This design comes from an exercise in tuning for small area on the open sky130 flow, not from production work.
In this exercise RTL edits were held to simulation tests only and were not proved equivalent to the original.
Power figures rest on the tool's default switching activity, not on a simulated workload.

`run.sh`:
```
#!/bin/bash
# synth_recipe.tcl (not shown) runs the flow's synth.tcl, then flattens the netlist and writes it again
# the make line also repeats each setting of config.mk as NAME=value (left out here)
make -C /OpenROAD-flow-scripts/flow DESIGN_CONFIG=/design/flow/config.mk WORK_HOME=/design/flow/orfs CLKGATE_MAP_FILE= SYNTH_SCRIPT=/design/flow/synth_recipe.tcl finish
```
`config.mk`:
```
export PLATFORM = sky130hd
export DESIGN_NAME = pipeCpu
export DESIGN_NICKNAME = pipeCpu
export VERILOG_FILES = /design/flow/design.v
export SDC_FILE = /design/flow/constraint.sdc
export NUM_CORES = 4
export LEC_CHECK = 0
export CAP_MARGIN = 20
export CORE_MARGIN = 2
export CORE_UTILIZATION = 35
export SLEW_MARGIN = 20
```
`constraint.sdc`:
```
create_clock -name core_clock -period 10.0 [get_ports {clk}]
set_input_delay 2.0000 -clock core_clock [delete_from_list [all_inputs] [get_ports {clk}]]
set_output_delay 2.0000 -clock core_clock [all_outputs]
set_load 0.01 [all_outputs]
```
`design.v`:
```
module fetchStage #(
	parameter int imemDepth = 64
) (
	input logic clk,
	input logic rstN,
	input logic imemWrite,
	input logic [31:0] imemData,
	input logic run,
	input logic stall,
	output logic ifIdValid,
	output logic [31:0] ifIdInstr
);
	localparam int ptrW = $clog2(imemDepth) + 1;  
	logic [31:0] imem [imemDepth];
	logic [ptrW-1:0] loadPtr;
	logic [ptrW-1:0] pc;
	logic pcAtEnd;
	logic loadFull;
	logic [31:0] fetchWord;
	assign pcAtEnd = pc >= ptrW'(imemDepth);
	assign loadFull = loadPtr >= ptrW'(imemDepth);
	assign fetchWord = pcAtEnd ? '0 : imem[pc[ptrW-2:0]];
	always_ff @(posedge clk)
	begin
		if (!rstN)
		begin
			loadPtr <= '0;
			pc <= '0;
			ifIdValid <= 1'b0;
			ifIdInstr <= '0;
			for (int i = 0; i < imemDepth; i++)
				imem[i] <= '0;
		end
		else
		begin
			if (imemWrite && !loadFull)
			begin
				imem[loadPtr[ptrW-2:0]] <= imemData;
				loadPtr <= loadPtr + 1'b1;
			end
			if (!stall)  
			begin
				if (run)
				begin
					ifIdValid <= 1'b1;
					ifIdInstr <= fetchWord;
					if (!pcAtEnd)
						pc <= pc + 1'b1;
				end
				else
					ifIdValid <= 1'b0;
			end
		end
	end
endmodule
module decodeStage (
	input logic clk,
	input logic rstN,
	input logic ifIdValid,
	input logic [31:0] ifIdInstr,
	input logic [31:0] readDataA,
	input logic [31:0] readDataB,
	input logic [4:0] exDest,
	input logic exRegWrite,
	input logic [4:0] memDest,
	input logic memRegWrite,
	output logic [4:0] readIdxA,
	output logic [4:0] readIdxB,
	output logic stall,
	output logic idExValid,
	output logic [2:0] idExAluOp,
	output logic idExUseImm,  
	output logic idExMemRead,
	output logic idExMemWrite,
	output logic idExRegWrite,  
	output logic [4:0] idExDest,
	output logic [31:0] idExOpA,
	output logic [31:0] idExOpB,
	output logic [31:0] idExImm  
);
	localparam logic [5:0] opRType = 6'h00;
	localparam logic [5:0] opAddi = 6'h08;
	localparam logic [5:0] opSlti = 6'h0a;
	localparam logic [5:0] opAndi = 6'h0c;
	localparam logic [5:0] opOri = 6'h0d;
	localparam logic [5:0] opXori = 6'h0e;
	localparam logic [5:0] opLw = 6'h23;
	localparam logic [5:0] opSw = 6'h2b;
	localparam logic [5:0] fnAdd = 6'h20;
	localparam logic [5:0] fnSub = 6'h22;
	localparam logic [5:0] fnAnd = 6'h24;
	localparam logic [5:0] fnOr = 6'h25;
	localparam logic [5:0] fnXor = 6'h26;
	localparam logic [5:0] fnNor = 6'h27;
	localparam logic [5:0] fnSlt = 6'h2a;
	localparam logic [2:0] aluAdd = 3'd0;
	localparam logic [2:0] aluSub = 3'd1;
	localparam logic [2:0] aluAnd = 3'd2;
	localparam logic [2:0] aluOr = 3'd3;
	localparam logic [2:0] aluNor = 3'd4;
	localparam logic [2:0] aluXor = 3'd5;
	localparam logic [2:0] aluSlt = 3'd6;
	localparam logic [2:0] aluNone = 3'd7;  
	logic [5:0] opc;
	logic [5:0] fn;
	logic [4:0] rs, rt, rd;
	logic [15:0] immRaw;
	logic [2:0] decOp;
	logic [4:0] dest;
	logic [31:0] immExt;
	logic useImm, memRead, memWrite, writes, signExt, readsRt;
	logic rsBusy, rtBusy;
	assign opc = ifIdInstr[31:26];
	assign rs = ifIdInstr[25:21];
	assign rt = ifIdInstr[20:16];
	assign rd = ifIdInstr[15:11];
	assign fn = ifIdInstr[5:0];
	assign immRaw = ifIdInstr[15:0];
	always_comb
	begin
		decOp = aluNone;
		useImm = 1'b0;
		memRead = 1'b0;
		memWrite = 1'b0;
		writes = 1'b0;
		signExt = 1'b0;
		readsRt = 1'b0;
		dest = rt;  
		case (opc)
			opRType:
			begin
				dest = rd;
				readsRt = 1'b1;
				writes = 1'b1;
				case (fn)
					fnAdd: decOp = aluAdd;
					fnSub: decOp = aluSub;
					fnAnd: decOp = aluAnd;
					fnOr: decOp = aluOr;
					fnNor: decOp = aluNor;
					fnXor: decOp = aluXor;
					fnSlt: decOp = aluSlt;
					default: writes = 1'b0;  
				endcase
			end
			opAddi:
			begin
				decOp = aluAdd;
				useImm = 1'b1;
				signExt = 1'b1;
				writes = 1'b1;
			end
			opSlti:
			begin
				decOp = aluSlt;
				useImm = 1'b1;
				signExt = 1'b1;
				writes = 1'b1;
			end
			opAndi:
			begin
				decOp = aluAnd;
				useImm = 1'b1;
				writes = 1'b1;
			end
			opOri:
			begin
				decOp = aluOr;
				useImm = 1'b1;
				writes = 1'b1;
			end
			opXori:
			begin
				decOp = aluXor;
				useImm = 1'b1;
				writes = 1'b1;
			end
			opLw:
			begin
				decOp = aluAdd;
				useImm = 1'b1;
				signExt = 1'b1;
				writes = 1'b1;
				memRead = 1'b1;
			end
			opSw:
			begin
				decOp = aluAdd;
				useImm = 1'b1;
				signExt = 1'b1;
				memWrite = 1'b1;
				readsRt = 1'b1;  
			end
			default: ;
		endcase
	end
	assign immExt = signExt ? {{16{immRaw[15]}}, immRaw} : {16'b0, immRaw};
	assign readIdxA = rs;
	assign readIdxB = rt;
	assign rsBusy = rs != '0 && ((exRegWrite && exDest == rs) || (memRegWrite && memDest == rs));
	assign rtBusy = rt != '0 && ((exRegWrite && exDest == rt) || (memRegWrite && memDest == rt));
	assign stall = ifIdValid && (rsBusy || (readsRt && rtBusy));
	always_ff @(posedge clk)
	begin
		if (!rstN || stall || !ifIdValid)
		begin
			idExValid <= 1'b0;
			idExAluOp <= '0;
			idExUseImm <= 1'b0;
			idExMemRead <= 1'b0;
			idExMemWrite <= 1'b0;
			idExRegWrite <= 1'b0;
			idExDest <= '0;
			idExOpA <= '0;
			idExOpB <= '0;
			idExImm <= '0;
		end
		else
		begin
			idExValid <= 1'b1;
			idExAluOp <= decOp;
			idExUseImm <= useImm;
			idExMemRead <= memRead;
			idExMemWrite <= memWrite;
			idExRegWrite <= writes && dest != '0;
			idExDest <= dest;
			idExOpA <= readDataA;
			idExOpB <= readDataB;
			idExImm <= immExt;
		end
	end
endmodule
module regFile (
	input logic clk,
	input logic rstN,
	input logic [4:0] readIdxA,
	input logic [4:0] readIdxB,
	input logic wbValid,
	input logic [4:0] wbIdx,
	input logic [31:0] wbData,
	output logic [31:0] readDataA,
	output logic [31:0] readDataB
);
	logic [31:0] regs [32];
	always_ff @(posedge clk)
	begin
		if (!rstN)
		begin
			for (int i = 0; i < 32; i++)
				regs[i] <= '0;
		end
		else if (wbValid && wbIdx != '0)
			regs[wbIdx] <= wbData;
	end
	assign readDataA = (readIdxA == '0) ? '0 :
		(wbValid && wbIdx == readIdxA) ? wbData : regs[readIdxA];
	assign readDataB = (readIdxB == '0) ? '0 :
		(wbValid && wbIdx == readIdxB) ? wbData : regs[readIdxB];
endmodule
module executeStage (
	input logic clk,
	input logic rstN,
	input logic idExValid,
	input logic [2:0] idExAluOp,
	input logic idExUseImm,
	input logic idExMemRead,
	input logic idExMemWrite,
	input logic idExRegWrite,
	input logic [4:0] idExDest,
	input logic [31:0] idExOpA,
	input logic [31:0] idExOpB,
	input logic [31:0] idExImm,
	output logic exMemValid,
	output logic exMemMemRead,
	output logic exMemMemWrite,
	output logic exMemRegWrite,
	output logic [4:0] exMemDest,
	output logic [31:0] exMemAluResult,  
	output logic [31:0] exMemStoreData
);
	localparam logic [2:0] aluAdd = 3'd0;
	localparam logic [2:0] aluSub = 3'd1;
	localparam logic [2:0] aluAnd = 3'd2;
	localparam logic [2:0] aluOr = 3'd3;
	localparam logic [2:0] aluNor = 3'd4;
	localparam logic [2:0] aluXor = 3'd5;
	localparam logic [2:0] aluSlt = 3'd6;
	localparam logic [2:0] aluNone = 3'd7;  
	logic [31:0] opA;
	logic [31:0] opB;
	logic [31:0] result;
	assign opA = idExOpA;
	assign opB = idExUseImm ? idExImm : idExOpB;
	always_comb
	begin
		case (idExAluOp)
			aluAdd: result = opA + opB;  
			aluSub: result = opA - opB;
			aluAnd: result = opA & opB;
			aluOr: result = opA | opB;
			aluNor: result = ~(opA | opB);
			aluXor: result = opA ^ opB;
			aluSlt:
			begin
				if ($signed(opA) < $signed(opB))
					result = 32'd1;
				else
					result = '0;
			end
			default: result = '0;
		endcase
	end
	always_ff @(posedge clk)
	begin
		if (!rstN)
		begin
			exMemValid <= 1'b0;
			exMemMemRead <= 1'b0;
			exMemMemWrite <= 1'b0;
			exMemRegWrite <= 1'b0;
			exMemDest <= '0;
			exMemAluResult <= '0;
			exMemStoreData <= '0;
		end
		else
		begin
			exMemValid <= idExValid;
			exMemMemRead <= idExMemRead;
			exMemMemWrite <= idExMemWrite;
			exMemRegWrite <= idExRegWrite;
			exMemDest <= idExDest;
			exMemAluResult <= result;
			exMemStoreData <= idExOpB;  
		end
	end
endmodule
module memoryStage #(
	parameter int dmemDepth = 64
) (
	input logic clk,
	input logic rstN,
	input logic exMemValid,
	input logic exMemMemRead,
	input logic exMemMemWrite,
	input logic exMemRegWrite,
	input logic [4:0] exMemDest,
	input logic [31:0] exMemAluResult,
	input logic [31:0] exMemStoreData,
	output logic wbValid,
	output logic [4:0] wbIdx,
	output logic [31:0] wbData
);
	localparam int addrW = $clog2(dmemDepth);
	logic [31:0] dmem [dmemDepth];
	logic [addrW-1:0] addr;
	logic [31:0] loadWord;
	assign addr = addrW'(exMemAluResult % dmemDepth);
	assign loadWord = dmem[addr];
	always_ff @(posedge clk)
	begin
		if (!rstN)
		begin
			for (int i = 0; i < dmemDepth; i++)
				dmem[i] <= '0;
		end
		else if (exMemValid && exMemMemWrite)
			dmem[addr] <= exMemStoreData;
	end
	always_ff @(posedge clk)
	begin
		if (!rstN)
		begin
			wbValid <= 1'b0;
			wbIdx <= '0;
			wbData <= '0;
		end
		else
		begin
			wbValid <= exMemValid && exMemRegWrite;
			wbIdx <= exMemDest;
			wbData <= exMemMemRead ? loadWord : exMemAluResult;
		end
	end
endmodule
module pipeCpu #(
	parameter int imemDepth = 64,
	parameter int dmemDepth = 64
) (
	input logic clk,
	input logic rstN,
	input logic imemWrite,
	input logic [31:0] imemData,
	input logic run,
	output logic wbValid,
	output logic [4:0] wbIdx,
	output logic [31:0] wbData
);
	logic ifIdValid;
	logic [31:0] ifIdInstr;
	logic idExValid;
	logic [2:0] idExAluOp;
	logic idExUseImm;
	logic idExMemRead;
	logic idExMemWrite;
	logic idExRegWrite;
	logic [4:0] idExDest;
	logic [31:0] idExOpA;
	logic [31:0] idExOpB;
	logic [31:0] idExImm;
	logic exMemValid;
	logic exMemMemRead;
	logic exMemMemWrite;
	logic exMemRegWrite;
	logic [4:0] exMemDest;
	logic [31:0] exMemAluResult;
	logic [31:0] exMemStoreData;
	logic stall;
	logic [4:0] readIdxA;
	logic [4:0] readIdxB;
	logic [31:0] readDataA;
	logic [31:0] readDataB;
	fetchStage #(.imemDepth(imemDepth)) fetch (
		.clk(clk),
		.rstN(rstN),
		.imemWrite(imemWrite),
		.imemData(imemData),
		.run(run),
		.stall(stall),
		.ifIdValid(ifIdValid),
		.ifIdInstr(ifIdInstr)
	);
	decodeStage decode (
		.clk(clk),
		.rstN(rstN),
		.ifIdValid(ifIdValid),
		.ifIdInstr(ifIdInstr),
		.readDataA(readDataA),
		.readDataB(readDataB),
		.exDest(idExDest),
		.exRegWrite(idExRegWrite),
		.memDest(exMemDest),
		.memRegWrite(exMemRegWrite),
		.readIdxA(readIdxA),
		.readIdxB(readIdxB),
		.stall(stall),
		.idExValid(idExValid),
		.idExAluOp(idExAluOp),
		.idExUseImm(idExUseImm),
		.idExMemRead(idExMemRead),
		.idExMemWrite(idExMemWrite),
		.idExRegWrite(idExRegWrite),
		.idExDest(idExDest),
		.idExOpA(idExOpA),
		.idExOpB(idExOpB),
		.idExImm(idExImm)
	);
	regFile regFile0 (
		.clk(clk),
		.rstN(rstN),
		.readIdxA(readIdxA),
		.readIdxB(readIdxB),
		.wbValid(wbValid),
		.wbIdx(wbIdx),
		.wbData(wbData),
		.readDataA(readDataA),
		.readDataB(readDataB)
	);
	executeStage execute (
		.clk(clk),
		.rstN(rstN),
		.idExValid(idExValid),
		.idExAluOp(idExAluOp),
		.idExUseImm(idExUseImm),
		.idExMemRead(idExMemRead),
		.idExMemWrite(idExMemWrite),
		.idExRegWrite(idExRegWrite),
		.idExDest(idExDest),
		.idExOpA(idExOpA),
		.idExOpB(idExOpB),
		.idExImm(idExImm),
		.exMemValid(exMemValid),
		.exMemMemRead(exMemMemRead),
		.exMemMemWrite(exMemMemWrite),
		.exMemRegWrite(exMemRegWrite),
		.exMemDest(exMemDest),
		.exMemAluResult(exMemAluResult),
		.exMemStoreData(exMemStoreData)
	);
	memoryStage #(.dmemDepth(dmemDepth)) memory (
		.clk(clk),
		.rstN(rstN),
		.exMemValid(exMemValid),
		.exMemMemRead(exMemMemRead),
		.exMemMemWrite(exMemMemWrite),
		.exMemRegWrite(exMemRegWrite),
		.exMemDest(exMemDest),
		.exMemAluResult(exMemAluResult),
		.exMemStoreData(exMemStoreData),
		.wbValid(wbValid),
		.wbIdx(wbIdx),
		.wbData(wbData)
	);
endmodule
```
==> metrics.yaml <==
grt_usage_pct: 21.4
cts_made_buffers: 584
min_period_over_period_pct: 56.7
crit_type: "register to register"
routed_wl_um: 791000
critical_path_required_ps: 10930
std_cell_rows: 310
max_cap_viol_count: 0
crit_top_cell: "buf_4"
synth_ff_type: "edfxtp_1"
grt.overflow.total: 0
wl_per_cell_um: 30.0
tns_ps: 0
syn_inst: 16900
cp_cell_sequence: "buf_4 -> and3_4 -> buf_12 -> buf_4 -> a22oi_1 -> a31oi_1 -> nor3_1 -> a41oi_1"
cellPowerDensity_mw_per_mm2: 183
areaGrowthSynthToFinish_pct: 12.6
die_area_mm2: 0.719
dp.final_hpwl_um: 442000
core_mm2: 0.711
slew_headroom_pct: 12.5
finalInstanceArea_mm2: 0.281
port_buffers: 73
tritoncts: "built"
clock_path_buffers: 4
cts_sinks: 5378
ys_async_sr_fraction_pct: 0
ant_nets: 0
final_nets: 16500
ctsResizeCount: 0
critPathMaxStageDelay_ps: 1070
start_util_pct: 35.1
hold_viol: 0
startpoint_type: "register"
r2r_cells: 8
drive_gt1_share_pct: 18.5
max_slew.worst_pin.slew_ps: 1310
synth_warnings: 5
clock_latency_ps: 1140
end_kind: "register"
dpl.cell_count: 25300
die_h_um: 848
post_dp_cell_area_mm2: 0.263
h-tree-depth: 6
total_leakage_power_nw: 95.5
seq_area_frac_synth_pct: 63.7
root_buffer: "clkbuf_16"
cts_setup_buffers: 0
antenna_found_initial: 66
grt_max_degree: 106
gp_congestion: 0.855
num_vias: 147000
rsz0062_at_grt: "no"
whs_path_depth: 1
route.detailed.drc: 0
instances_no_fill: 26400
slew_viol_final: 0
setup_viol: 0
ys_seq_elements: 5378
crit_slowest_cell: "a31oi_1"
synth_edf_count: 5120
vdd_drop_max_uv: 156
synth_area_mm2: 0.249
cp.arrival_ps: 6600
synth.distinct_cells: 77
cts_hold_buf: 0
avgViaCountPerCell: 5.58
cp_max_fo: 71
clk_pin_slew_ps: 60
grt_pass1_vias: 146000
hp-class: "register to register"
synth.avg_cell_area_um2: 14.8
num_io_pins: 74
outcome: "finished clean"
max_freq_mhz: 176
finalCriticalPeriod_ps: 5670
fin_skew_ps: 116
die_x_um: 848
drt_first_pass_iters: 6
grt_pass1_wl_um: 1120000
drt_iter0_markers: 20300
metal layers:
layer	vias up	track usage [%]	routed length (um)
li1	61900	-	-
met1	76800	29.8	319000
met2	7426	33.5	364000
met3	1271	3.88	74500
met4	14	7.94	33200
met5	-	0	79
cell usage after synthesis, drive strengths merged (23+ instances only):
library cell / number / area, um^2
clkbuf: 1437 / 5390
o211ai: 25 / 188
dfxtp: 258 / 5160
a22o: 104 / 911
edfxtp: 5120 / 154000
mux2: 28 / 315
a211oi: 78 / 591
a41oi: 77 / 674
ha: 119 / 1490
a221oi: 109 / 961
xor2: 36 / 315
nor3: 42 / 210
nand2b: 23 / 144
nor2b: 29 / 181
a31oi: 77 / 482
a22oi: 796 / 5980
inv: 120 / 450
buf: 335 / 1450
nand4: 119 / 744
nand2: 143 / 537
and2: 5141 / 32200
mux2i: 149 / 1490
nand3: 34 / 170
o21ai: 302 / 1510
xnor2: 38 / 333
mux4: 1300 / 29300
a21oi: 202 / 1010
nor2: 430 / 1610
a32o: 23 / 230
cell type report:
type	instances	area [um^2]
clock buffer	799	15900
tap	9516	11900
multi-input combinational	9661	85800
sequential	5378	159000
antenna	19	47.5
clock inverter	251	2170
timing repair buffer	644	5470
fill	64800	431000
inverter	122	460
cells in the final DEF, fill, tap and decap left out, types with 182 or more instances in the layout:
master	instances
clkbuf_16	599
nor2_1	267
dfxtp_1	201
a22oi_1	796
a21oi_1	202
mux4_2	1300
edfxtp_1	5120
buf_4	535
and2_1	5137
clkbuf_1	182
stage by stage:
step	utilization, %	setup slack (ps)	total power [mW]	hold slack, ps
final	39.5	4330	51.5	433
after global routing	39.5	4430	52.8	450
after CTS	39.5	4660	51.7	434
after detailed placement	36.9	4290	31.1	419
after global placement	36.9	4230	31.0	421
after floorplan	-	4210	28.9	408
flip-flops by register name (all words and copies together), names as in the netlist, 3 cells and up, named ones only:
name,count
decode.idExDest,5
fetch.imem,2048
fetch.ifIdInstr,32
decode.idExOpB,32
execute.exMemDest,5
fetch.pc,7
memory.wbData,32
decode.idExImm,17
regFile0.regs,1024
memory.wbIdx,5
execute.exMemAluResult,32
fetch.loadPtr,7
memory.dmem,2048
decode.idExOpA,32
execute.exMemStoreData,32
decode.idExAluOp,3
power by group:
part	internal (mW)	switching (mW)	total (mW)
combinational	1.67	3.16	4.83
sequential	25.4	0.386	25.8
clock	11.6	9.25	20.8
total	38.7	12.8	51.5
critical path: cells and delay by family (launching register included):
| kind | cells | cell delay (ps) |
|---|---|---|
| simple gates | 2 | 1020 |
| buf+inv | 3 | 1760 |
| compound gates | 3 | 1810 |
| flops | 1 | 710 |
path summary, 6_finish.rpt:
path,start,endpoint,slack [ps]
max,execute.exMemAluResult[2]$_SDFF_PN0_,memory.wbData[24]$_SDFF_PN0_,4330
min,decode.idExMemRead$_SDFF_PN0_,execute.exMemMemRead$_SDFF_PN0_,430
max reg2reg,execute.exMemAluResult[2]$_SDFF_PN0_,memory.wbData[24]$_SDFF_PN0_,4330
min reg2reg,decode.idExMemRead$_SDFF_PN0_,execute.exMemMemRead$_SDFF_PN0_,430
cell families (layout without fill, tap and decap cells):
family	after synthesis	after routing	synth area share, %
simple gates	6037	6037	14.6
flops	5378	5378	63.7
compound gates	1920	1920	5.45
buf+inv	1894	1816	2.93
mux	1477	1477	12.5
fa+ha+maj	121	121	0.613
xor+xnor	74	74	0.260
other cells	1	51	0.00150

==> separate check: timing with driven ports <==
The results above use ideal ports. As a check the final layout listed here was re-extracted and re-timed, cells and wires unchanged.
Step 1 (the two cells are an assumption about what drives the block):
set clk [get_ports {clk}]
set_driving_cell -lib_cell sky130_fd_sc_hd__clkbuf_16 $clk
set_driving_cell -lib_cell sky130_fd_sc_hd__buf_2 [delete_from_list [all_inputs] $clk]
Step 2 moves the port delays by t, midway between the first and last clock arrival at a register: inputs arrive t later, outputs are due t later. That takes back most of the time a late clock gives input paths.
Slacks: ideal ports / drivers / drivers and shift; pairs: ideal ports / drivers.
t, ns: 1.211
setup WS [ns]: 4.329 / 4.329 / 4.188
worst setup path at the end: input to register
slew at the worst register clock pin (ns): 0.07 / 0.07
After both steps setup and hold are still met in this run. For this run, drivers alone change the setup slack by 0.000 ns; drivers and shift together by -0.141 ns.
